Background: an optimization exercise with open tools, aiming at small area. Do not read the settings as production practice.
At most, simulation tests tie the RTL to the original design; equivalence was not proved.
Power figures rest on the tool's default switching activity, not on a simulated workload.

==> flow/design.v <==
package riscv_pkg;
  localparam int ALU     = 0;
  localparam int SFT     = 1;
  localparam int BU      = 2;
  localparam int LSU     = 3;
  localparam int NB_UNIT = 4;
  localparam int ADD  = 0;
  localparam int SUB  = 1;
  localparam int AND  = 2;
  localparam int OR   = 3;
  localparam int XOR  = 4;
  localparam int SLT  = 5;
  localparam int SLTU = 6;
  localparam int SLL  = 7;
  localparam int SRL  = 8;
  localparam int SRA  = 9;
  localparam int BEQ  = 10;
  localparam int BNE  = 11;
  localparam int BLT  = 12;
  localparam int BGE  = 13;
  localparam int JAL  = 14;
  localparam int JALR = 15;
  localparam int LD   = 16;
  localparam int ST   = 17;
  localparam int NB_OPERATION = 18;
  localparam int SZ_B = 0;
  localparam int SZ_H = 1;
  localparam int SZ_W = 2;
  typedef struct packed {
    logic [32-1:0]        pc;
    logic                    rd_v;
    logic [5-1:0]     rd_adr;
    logic [32:0]          rs1_data;
    logic [32:0]          rs2_data;
    logic [32-1:0]        immediat;
    logic [2:0]              access_size;
    logic                    unsign_extension;
    logic [NB_UNIT-1:0]      unit;
    logic [NB_OPERATION-1:0] operation;
  } dec_exe_t;
  typedef struct packed {
    logic             adr_v;
    logic [32-1:0] adr;
    logic             is_store;
    logic [32-1:0] store_data;
    logic [2:0]       access_size;
  } mem_req_t;
  typedef struct packed {
    logic                v;
    logic [5-1:0] adr;
    logic [32-1:0]    data;
  } wbk_t;
  typedef struct packed {
    logic [32-1:0] pc;
    logic             branch_instr;
    logic             feedback;
    logic             success;
    logic             failed;
  } pred_fb_t;
endpackage
`timescale 1ns/1ps
import riscv_pkg::*;
module exe_top (
  input  logic                     clk,
  input  logic                     reset_n,
  input  logic [32-1:0]         dec_pc_i,
  input  logic                     dec_rd_v_i,
  input  logic [5-1:0]      dec_rd_adr_i,
  input  logic [32:0]           dec_rs1_data_i,
  input  logic [32:0]           dec_rs2_data_i,
  input  logic [32-1:0]         dec_immediat_i,
  input  logic [2:0]               dec_access_size_i,
  input  logic                     dec_unsign_extension_i,
  input  logic [NB_UNIT-1:0]       dec_unit_i,
  input  logic [NB_OPERATION-1:0]  dec_operation_i,
  input  logic                     pred_v_i,
  input  logic                     pred_is_taken_i,
  input  logic [32-1:0]         load_data_i,
  output logic                     mem_adr_v_o,
  output logic [32-1:0]         mem_adr_o,
  output logic                     mem_is_store_o,
  output logic [32-1:0]         mem_store_data_o,
  output logic [2:0]               mem_access_size_o,
  output logic                     exe_fwd_v_o,
  output logic [5-1:0]      exe_fwd_adr_o,
  output logic [32-1:0]         exe_fwd_data_o,
  output logic                     wbk_v_o,
  output logic [5-1:0]      wbk_adr_o,
  output logic [32-1:0]         wbk_data_o,
  output logic                     flush_v_q_o,
  output logic [32-1:0]         pc_data_q_o,
  output logic [32-1:0]         pred_fb_pc_o,
  output logic                     pred_fb_branch_instr_o,
  output logic                     pred_fb_feedback_o,
  output logic                     pred_fb_success_o,
  output logic                     pred_fb_failed_o
);
  logic [32-1:0] rs1, rs2, imm, pc;
  logic [NB_OPERATION-1:0] op;
  assign rs1 = dec_rs1_data_i[32-1:0];
  assign rs2 = dec_rs2_data_i[32-1:0];
  assign imm = dec_immediat_i;
  assign pc  = dec_pc_i;
  assign op  = dec_operation_i;
  logic             flush_q;
  logic             flush_dly_q;
  logic             wbk_v_q;
  logic [5-1:0] wbk_adr_q;
  logic [32-1:0] wbk_data_q;
  logic [32-1:0] pc_data_q;
  logic             bi_q, fb_q, ok_q, ko_q;
  function automatic logic [32:0] add_cla(input logic [32-1:0] p,
                                             input logic [32-1:0] g,
                                             input logic cin);
    logic [32-1:0] s;
    logic [32/2:0] bc;
    logic             c, gk, pk;
    bc[0] = cin;
    for (int k = 0; k < 32/2; k++) begin
      gk = 1'b0;
      pk = 1'b1;
      c  = bc[k];
      for (int i = 2*k; i < 2*k+2; i++) begin
        s[i] = p[i] ^ c;
        c    = g[i] | (p[i] & c);
        gk   = g[i] | (p[i] & gk);
        pk   = pk & p[i];
      end
      bc[k+1] = gk | (pk & bc[k]);
    end
    add_cla = {bc[32/2], s};
  endfunction
  function automatic logic [32:0] add_cla_fast(input logic [32-1:0] p,
                                                  input logic [32-1:0] g,
                                                  input logic cin);
    logic [32-1:0] s;
    logic [32/8:0] bc;
    logic             gk, pk;
    bc[0] = cin;
    for (int k = 0; k < 32/8; k++) begin
      gk = 1'b0;
      pk = 1'b1;
      for (int i = 8*k; i < 8*k+8; i++) begin
        s[i] = p[i] ^ (gk | (pk & bc[k]));
        gk   = g[i] | (p[i] & gk);
        pk   = pk & p[i];
      end
      bc[k+1] = gk | (pk & bc[k]);
    end
    add_cla_fast = {bc[32/8], s};
  endfunction
  function automatic logic [32-1:0] inc4(input logic [32-1:0] a);
    logic bc, pk;
    bc = 1'b1;
    inc4[1:0] = a[1:0];
    for (int k = 0; k < 4; k++) begin
      pk = 1'b1;
      for (int i = 2 + 8*k; i < 10 + 8*k && i < 32; i++) begin
        inc4[i] = a[i] ^ (bc & pk);
        pk      = pk & a[i];
      end
      bc = bc & pk;
    end
  endfunction
  function automatic logic [32-1:0] dec4(input logic [32-1:0] a);
    logic bb, zk;
    bb = 1'b1;
    dec4[1:0] = a[1:0];
    for (int k = 0; k < 4; k++) begin
      zk = 1'b1;
      for (int i = 2 + 8*k; i < 10 + 8*k && i < 32; i++) begin
        dec4[i] = a[i] ^ (bb & zk);
        zk      = zk & ~a[i];
      end
      bb = bb & zk;
    end
  endfunction
  logic cancel;
  assign cancel = flush_q | flush_dly_q;
  logic             use_imm, use_pc, jal, jalr, jump;
  logic [32-1:0] opa, opb;
  logic [32:0]   sum;
  assign jal     = op[JAL];
  assign jalr    = op[JALR];
  assign jump    = jal | jalr;
  assign use_imm = dec_unit_i[LSU] | dec_unit_i[BU];
  assign use_pc  = dec_unit_i[BU] & ~jalr;
  logic [32-1:0] rs1_rev;
  always_comb begin
    for (int i = 0; i < 32; i++) rs1_rev[i] = rs1[32-1-i];
  end
  assign opa = ({32{use_pc}} & pc) | ({32{op[SLL]}} & rs1_rev) | ({32{~use_pc & ~op[SLL]}} & rs1);
  assign opb = ({32{use_imm}} & imm) | ({32{~use_imm & ~op[SUB]}} & rs2)
             | ({32{~use_imm & op[SUB]}} & ~rs2);
  logic [32-1:0] ap, ag;
  assign ap  = opa ^ opb;
  assign ag  = opa & opb;
  assign sum = add_cla_fast(ap, ag, op[SUB]);
  logic [32-1:0] cx;
  logic [32:0]   cdiff;
  logic less, equal, taken;
  assign cx    = rs1 ^ rs2;
  assign cdiff = add_cla(~cx, rs1 & ~rs2, 1'b1);
  assign less  = (dec_rs1_data_i[32] ^ dec_rs2_data_i[32]) ? dec_rs1_data_i[32] : ~cdiff[32];
  assign equal = cx == '0;
  assign taken = (op[BEQ] & equal) | (op[BNE] & ~equal) | (op[BLT] & less) | (op[BGE] & ~less);
  logic [32-1:0] pc_inc;
  assign pc_inc = inc4(pc);
  logic [32-1:0] sh_in, sh_out, sh_rev;
  logic             sh_fill;
  assign sh_in = opa;
  assign sh_fill = op[SRA] & rs1[32-1];
  logic [32:0] sh_tmp;
  assign sh_tmp = $signed({sh_fill, sh_in}) >>> rs2[4:0];
  assign sh_out = sh_tmp[32-1:0];
  always_comb begin
    for (int i = 0; i < 32; i++) sh_rev[i] = sh_out[32-1-i];
  end
  logic [32-1:0] ld;
  logic             ld_fill;
  assign ld_fill = ~dec_unsign_extension_i
                 & (dec_access_size_i[SZ_B] ? load_data_i[7] : load_data_i[15]);
  assign ld[7:0]   = load_data_i[7:0];
  assign ld[15:8]  = dec_access_size_i[SZ_B] ? {8{ld_fill}} : load_data_i[15:8];
  assign ld[31:16] = dec_access_size_i[SZ_W] ? load_data_i[31:16] : {16{ld_fill}};
  logic [32-1:0] res;
  assign res = ({32{op[ADD] | op[SUB]}} & sum[32-1:0])
             | ({32{op[AND] | op[OR]}} & ag)
             | ({32{op[XOR] | op[OR]}} & ap)
             | {{(32-1){1'b0}}, (op[SLT] | op[SLTU]) & less}
             | ({32{op[SLL]}} & sh_rev)
             | ({32{op[SRL] | op[SRA]}} & sh_out)
             | ({32{dec_unit_i[BU]}} & pc_inc)
             | ({32{op[LD]}} & ld);
  logic bu_en, pred_ok, fwd_v;
  assign bu_en   = dec_unit_i[BU] & ~cancel;
  assign pred_ok = pred_v_i & (pred_is_taken_i == (taken | jump));
  assign fwd_v   = dec_rd_v_i & ~cancel;
  assign mem_adr_v_o       = dec_unit_i[LSU] & ~cancel;
  assign mem_is_store_o    = op[ST] & ~cancel;
  assign mem_adr_o         = sum[32-1:0];
  assign mem_store_data_o  = rs2;
  assign mem_access_size_o = dec_access_size_i;
  assign exe_fwd_v_o    = fwd_v;
  assign exe_fwd_adr_o  = dec_rd_adr_i;
  assign exe_fwd_data_o = res;
  always_ff @(posedge clk or negedge reset_n) begin
    if (!reset_n) begin
      wbk_v_q     <= 1'b0;
      flush_q     <= 1'b0;
      flush_dly_q <= 1'b0;
      bi_q        <= 1'b0;
      fb_q        <= 1'b0;
      ok_q        <= 1'b0;
      ko_q        <= 1'b0;
    end else begin
      wbk_v_q     <= fwd_v;
      flush_q     <= bu_en & ~pred_ok;
      flush_dly_q <= flush_q;
      bi_q        <= bu_en;
      fb_q        <= bu_en & pred_v_i;
      ok_q        <= bu_en & pred_ok;
      ko_q        <= bu_en & (pred_v_i ? ~pred_ok : (taken | jump));
    end
  end
  always_ff @(posedge clk) begin
    wbk_adr_q  <= dec_rd_adr_i;
    wbk_data_q <= res;
    pc_data_q  <= (taken | jump) ? {sum[32-1:1], sum[0] & ~jalr} : pc_inc;
  end
  assign wbk_v_o                = wbk_v_q;
  assign wbk_adr_o              = wbk_adr_q;
  assign wbk_data_o             = wbk_data_q;
  assign flush_v_q_o            = flush_q;
  assign pc_data_q_o            = pc_data_q;
  assign pred_fb_pc_o           = dec4(wbk_data_q);
  assign pred_fb_branch_instr_o = bi_q;
  assign pred_fb_feedback_o     = fb_q;
  assign pred_fb_success_o      = ok_q;
  assign pred_fb_failed_o       = ko_q;
endmodule
clock: 8.0 ns
lec_check: 0
abc_area: 1
cap_margin: 0
core_area: 5 5 145 145
cts_buf_list: sky130_fd_sc_hd__clkbuf_8
die_area: 0 0 150 150
gpl_timing_driven: 0
setup_slack_margin: 0.15
slew_margin: 0
tns_end_percent: 5
standard.sh (not shown) runs the stock make flow with config.mk's settings and CLKGATE_MAP_FILE= SYNTH_SCRIPT=/design/flow/synth_recipe.tcl, a recipe that flattens the netlist after the stock synthesis.
==> flow/flow/run.sh <==
#!/bin/bash
# Standard ORFS layout (the standard.sh), with the port buffers and the
# synthesis pass-through buffers made from the smallest buffer cell, and the
# buffers ABC inserts removed at floorplan (repair_design re-buffers).
bash standard.sh \
  BUFFER_PORTS_ARGS="-buffer_cell sky130_fd_sc_hd__buf_1" \
  MIN_BUF_CELL_AND_PORTS="sky130_fd_sc_hd__buf_1 A X" \
  REMOVE_ABC_BUFFERS=1 \
  finish > standard.log 2>&1
Next try:
--- a/flow/design.v
+++ b/flow/design.v
@@ -113,14 +113,14 @@
                                              input logic [32-1:0] g,
                                              input logic cin);
     logic [32-1:0] s;
-    logic [32/2:0] bc;
+    logic [32/4:0] bc;
     logic             c, gk, pk;
     bc[0] = cin;
-    for (int k = 0; k < 32/2; k++) begin
+    for (int k = 0; k < 32/4; k++) begin
       gk = 1'b0;
       pk = 1'b1;
       c  = bc[k];
-      for (int i = 2*k; i < 2*k+2; i++) begin
+      for (int i = 4*k; i < 4*k+4; i++) begin
         s[i] = p[i] ^ c;
         c    = g[i] | (p[i] & c);
         gk   = g[i] | (p[i] & gk);
@@ -128,34 +128,34 @@
       end
       bc[k+1] = gk | (pk & bc[k]);
     end
-    add_cla = {bc[32/2], s};
+    add_cla = {bc[32/4], s};
   endfunction
   function automatic logic [32:0] add_cla_fast(input logic [32-1:0] p,
                                                   input logic [32-1:0] g,
                                                   input logic cin);
     logic [32-1:0] s;
-    logic [32/8:0] bc;
+    logic [32/4:0] bc;
     logic             gk, pk;
     bc[0] = cin;
-    for (int k = 0; k < 32/8; k++) begin
+    for (int k = 0; k < 32/4; k++) begin
       gk = 1'b0;
       pk = 1'b1;
-      for (int i = 8*k; i < 8*k+8; i++) begin
+      for (int i = 4*k; i < 4*k+4; i++) begin
         s[i] = p[i] ^ (gk | (pk & bc[k]));
         gk   = g[i] | (p[i] & gk);
         pk   = pk & p[i];
       end
       bc[k+1] = gk | (pk & bc[k]);
     end
-    add_cla_fast = {bc[32/8], s};
+    add_cla_fast = {bc[32/4], s};
   endfunction
   function automatic logic [32-1:0] inc4(input logic [32-1:0] a);
     logic bc, pk;
     bc = 1'b1;
     inc4[1:0] = a[1:0];
-    for (int k = 0; k < 4; k++) begin
+    for (int k = 0; k < 8; k++) begin
       pk = 1'b1;
-      for (int i = 2 + 8*k; i < 10 + 8*k && i < 32; i++) begin
+      for (int i = 2 + 4*k; i < 6 + 4*k && i < 32; i++) begin
         inc4[i] = a[i] ^ (bc & pk);
         pk      = pk & a[i];
       end
@@ -166,9 +166,9 @@
     logic bb, zk;
     bb = 1'b1;
     dec4[1:0] = a[1:0];
-    for (int k = 0; k < 4; k++) begin
+    for (int k = 0; k < 8; k++) begin
       zk = 1'b1;
-      for (int i = 2 + 8*k; i < 10 + 8*k && i < 32; i++) begin
+      for (int i = 2 + 4*k; i < 6 + 4*k && i < 32; i++) begin
         dec4[i] = a[i] ^ (bb & zk);
         zk      = zk & ~a[i];
       end
@@ -185,13 +185,8 @@
   assign jump    = jal | jalr;
   assign use_imm = dec_unit_i[LSU] | dec_unit_i[BU];
   assign use_pc  = dec_unit_i[BU] & ~jalr;
-  logic [32-1:0] rs1_rev;
-  always_comb begin
-    for (int i = 0; i < 32; i++) rs1_rev[i] = rs1[32-1-i];
-  end
-  assign opa = ({32{use_pc}} & pc) | ({32{op[SLL]}} & rs1_rev) | ({32{~use_pc & ~op[SLL]}} & rs1);
-  assign opb = ({32{use_imm}} & imm) | ({32{~use_imm & ~op[SUB]}} & rs2)
-             | ({32{~use_imm & op[SUB]}} & ~rs2);
+  assign opa = use_pc ? pc : rs1;
+  assign opb = use_imm ? imm : (rs2 ^ {32{op[SUB]}});
   logic [32-1:0] ap, ag;
   assign ap  = opa ^ opb;
   assign ag  = opa & opb;
@@ -208,7 +203,9 @@
   assign pc_inc = inc4(pc);
   logic [32-1:0] sh_in, sh_out, sh_rev;
   logic             sh_fill;
-  assign sh_in = opa;
+  always_comb begin
+    for (int i = 0; i < 32; i++) sh_in[i] = op[SLL] ? rs1[32-1-i] : rs1[i];
+  end
   assign sh_fill = op[SRA] & rs1[32-1];
   logic [32:0] sh_tmp;
   assign sh_tmp = $signed({sh_fill, sh_in}) >>> rs2[4:0];
Effect:
- power is about the same
- register-to-register slack gets worse by 0.05 ns
- final cell count went up by 1.5%
- worst hold slack degrades by 0.0054 ns
- worst setup slack improves by 0.041 ns
- maximum frequency came out higher by 0.53%
No functional check of the RTL was part of the first run of this note.


## before
RTL: the design.v shown in full above, as it stands there.
==> flow/config.mk <==
export PLATFORM = sky130hd
export DESIGN_NAME = exe_top
export DESIGN_NICKNAME = exe_top
export VERILOG_FILES = /design/flow/design.v
export SDC_FILE = /design/flow/constraint.sdc
export NUM_CORES = 4
export LEC_CHECK = 0
export ABC_AREA = 1
export CAP_MARGIN = 0
export CORE_AREA = 5 5 145 145
export CTS_BUF_LIST = sky130_fd_sc_hd__clkbuf_8
export DIE_AREA = 0 0 150 150
export GPL_TIMING_DRIVEN = 0
export SETUP_SLACK_MARGIN = 0.0
export SLEW_MARGIN = 0
export TNS_END_PERCENT = 5
==> flow/constraint.sdc <==
create_clock -name core_clock -period 8.0 [get_ports {clk}]
set_input_delay 1.6000 -clock core_clock [delete_from_list [all_inputs] [get_ports {clk}]]
set_output_delay 1.6000 -clock core_clock [all_outputs]
set_load 0.01 [all_outputs]
Scripts as last shown in full above: flow/flow/run.sh
Changes in after relative to before:
--- a/flow/design.v
+++ b/flow/design.v
@@ -151,26 +151,26 @@
   endfunction
   function automatic logic [32-1:0] inc4(input logic [32-1:0] a);
     logic bc, pk;
     bc = 1'b1;
     inc4[1:0] = a[1:0];
-    for (int k = 0; k < 4; k++) begin
+    for (int k = 0; k < 8; k++) begin
       pk = 1'b1;
-      for (int i = 2 + 8*k; i < 10 + 8*k && i < 32; i++) begin
+      for (int i = 2 + 4*k; i < 6 + 4*k && i < 32; i++) begin
         inc4[i] = a[i] ^ (bc & pk);
         pk      = pk & a[i];
       end
       bc = bc & pk;
     end
   endfunction
   function automatic logic [32-1:0] dec4(input logic [32-1:0] a);
     logic bb, zk;
     bb = 1'b1;
     dec4[1:0] = a[1:0];
-    for (int k = 0; k < 4; k++) begin
+    for (int k = 0; k < 8; k++) begin
       zk = 1'b1;
-      for (int i = 2 + 8*k; i < 10 + 8*k && i < 32; i++) begin
+      for (int i = 2 + 4*k; i < 6 + 4*k && i < 32; i++) begin
         dec4[i] = a[i] ^ (bb & zk);
         zk      = zk & ~a[i];
       end
       bb = bb & zk;
     end
@@ -183,17 +183,12 @@
   assign jal     = op[JAL];
   assign jalr    = op[JALR];
   assign jump    = jal | jalr;
   assign use_imm = dec_unit_i[LSU] | dec_unit_i[BU];
   assign use_pc  = dec_unit_i[BU] & ~jalr;
-  logic [32-1:0] rs1_rev;
-  always_comb begin
-    for (int i = 0; i < 32; i++) rs1_rev[i] = rs1[32-1-i];
-  end
-  assign opa = ({32{use_pc}} & pc) | ({32{op[SLL]}} & rs1_rev) | ({32{~use_pc & ~op[SLL]}} & rs1);
-  assign opb = ({32{use_imm}} & imm) | ({32{~use_imm & ~op[SUB]}} & rs2)
-             | ({32{~use_imm & op[SUB]}} & ~rs2);
+  assign opa = use_pc ? pc : rs1;
+  assign opb = use_imm ? imm : (rs2 ^ {32{op[SUB]}});
   logic [32-1:0] ap, ag;
   assign ap  = opa ^ opb;
   assign ag  = opa & opb;
   assign sum = add_cla_fast(ap, ag, op[SUB]);
   logic [32-1:0] cx;
@@ -206,11 +201,13 @@
   assign taken = (op[BEQ] & equal) | (op[BNE] & ~equal) | (op[BLT] & less) | (op[BGE] & ~less);
   logic [32-1:0] pc_inc;
   assign pc_inc = inc4(pc);
   logic [32-1:0] sh_in, sh_out, sh_rev;
   logic             sh_fill;
-  assign sh_in = opa;
+  always_comb begin
+    for (int i = 0; i < 32; i++) sh_in[i] = op[SLL] ? rs1[32-1-i] : rs1[i];
+  end
   assign sh_fill = op[SRA] & rs1[32-1];
   logic [32:0] sh_tmp;
   assign sh_tmp = $signed({sh_fill, sh_in}) >>> rs2[4:0];
   assign sh_out = sh_tmp[32-1:0];
   always_comb begin
==> comparison <==
The commonest non-fill, non-tap cell in the layout comes out buf_1 in one run and nand2_1 in the other, namely in after and before respectively.
Initial antenna violation count, before and after, lower one = before.
Total global-route track usage (higher): before
Quantity of gates resized following cts sits lower in after than in before.
after ended up with a lower share of power burned in combinational logic than before did.
Summary of after over before: core occupancy in the finished layout decreased by 1.4 points relative to the old numbers, setup slack has decreased.
The RTL of before was laid out without a check of its function.

[re-timing with driven ports]
The results above use ideal ports. As a check the final layouts listed here were re-extracted and re-timed, cells and wires unchanged. Step 1 assumes that a clkbuf_16 drives the clock port and a buf_2 every other input. Step 2 adds t to the input delays and takes it off the output delays; t is the mean of the earliest and latest rising clock arrival at the registers after step 1. Input paths then give back, and output paths get back, about the clock's delay inside the block. Slacks: ideal ports / drivers / drivers and shift; pairs: ideal ports / drivers.
| run | t, ns | setup slack, ns | hold WS [ns] | clock arrival spread, ns | worst data-port slew with drivers (ns) |
|---|---|---|---|---|---|
| the first run of note 1 | 0.426 | 0.330 / 0.111 / 0.111 | 0.414 / 0.414 / 0.414 | 0.027 / 0.028 | 0.25 |
| the second run of note 1 | 0.419 | 0.371 / 0.343 / 0.343 | 0.409 / 0.409 / 0.409 | 0.014 / 0.015 | 0.12 |
| before | 0.423 | 0.217 / -0.006 / -0.006 | 0.409 / 0.409 / 0.409 | 0.030 / 0.031 | 0.28 |
| after | 0.416 | 0.176 / 0.135 / 0.135 | 0.417 / 0.417 / 0.417 | 0.013 / 0.013 | 0.09 |
Met with ideal ports but missed after step 2: setup timing in before. For before, which loses most, drivers alone change the setup slack by -0.223 ns; drivers and shift together by -0.223 ns.
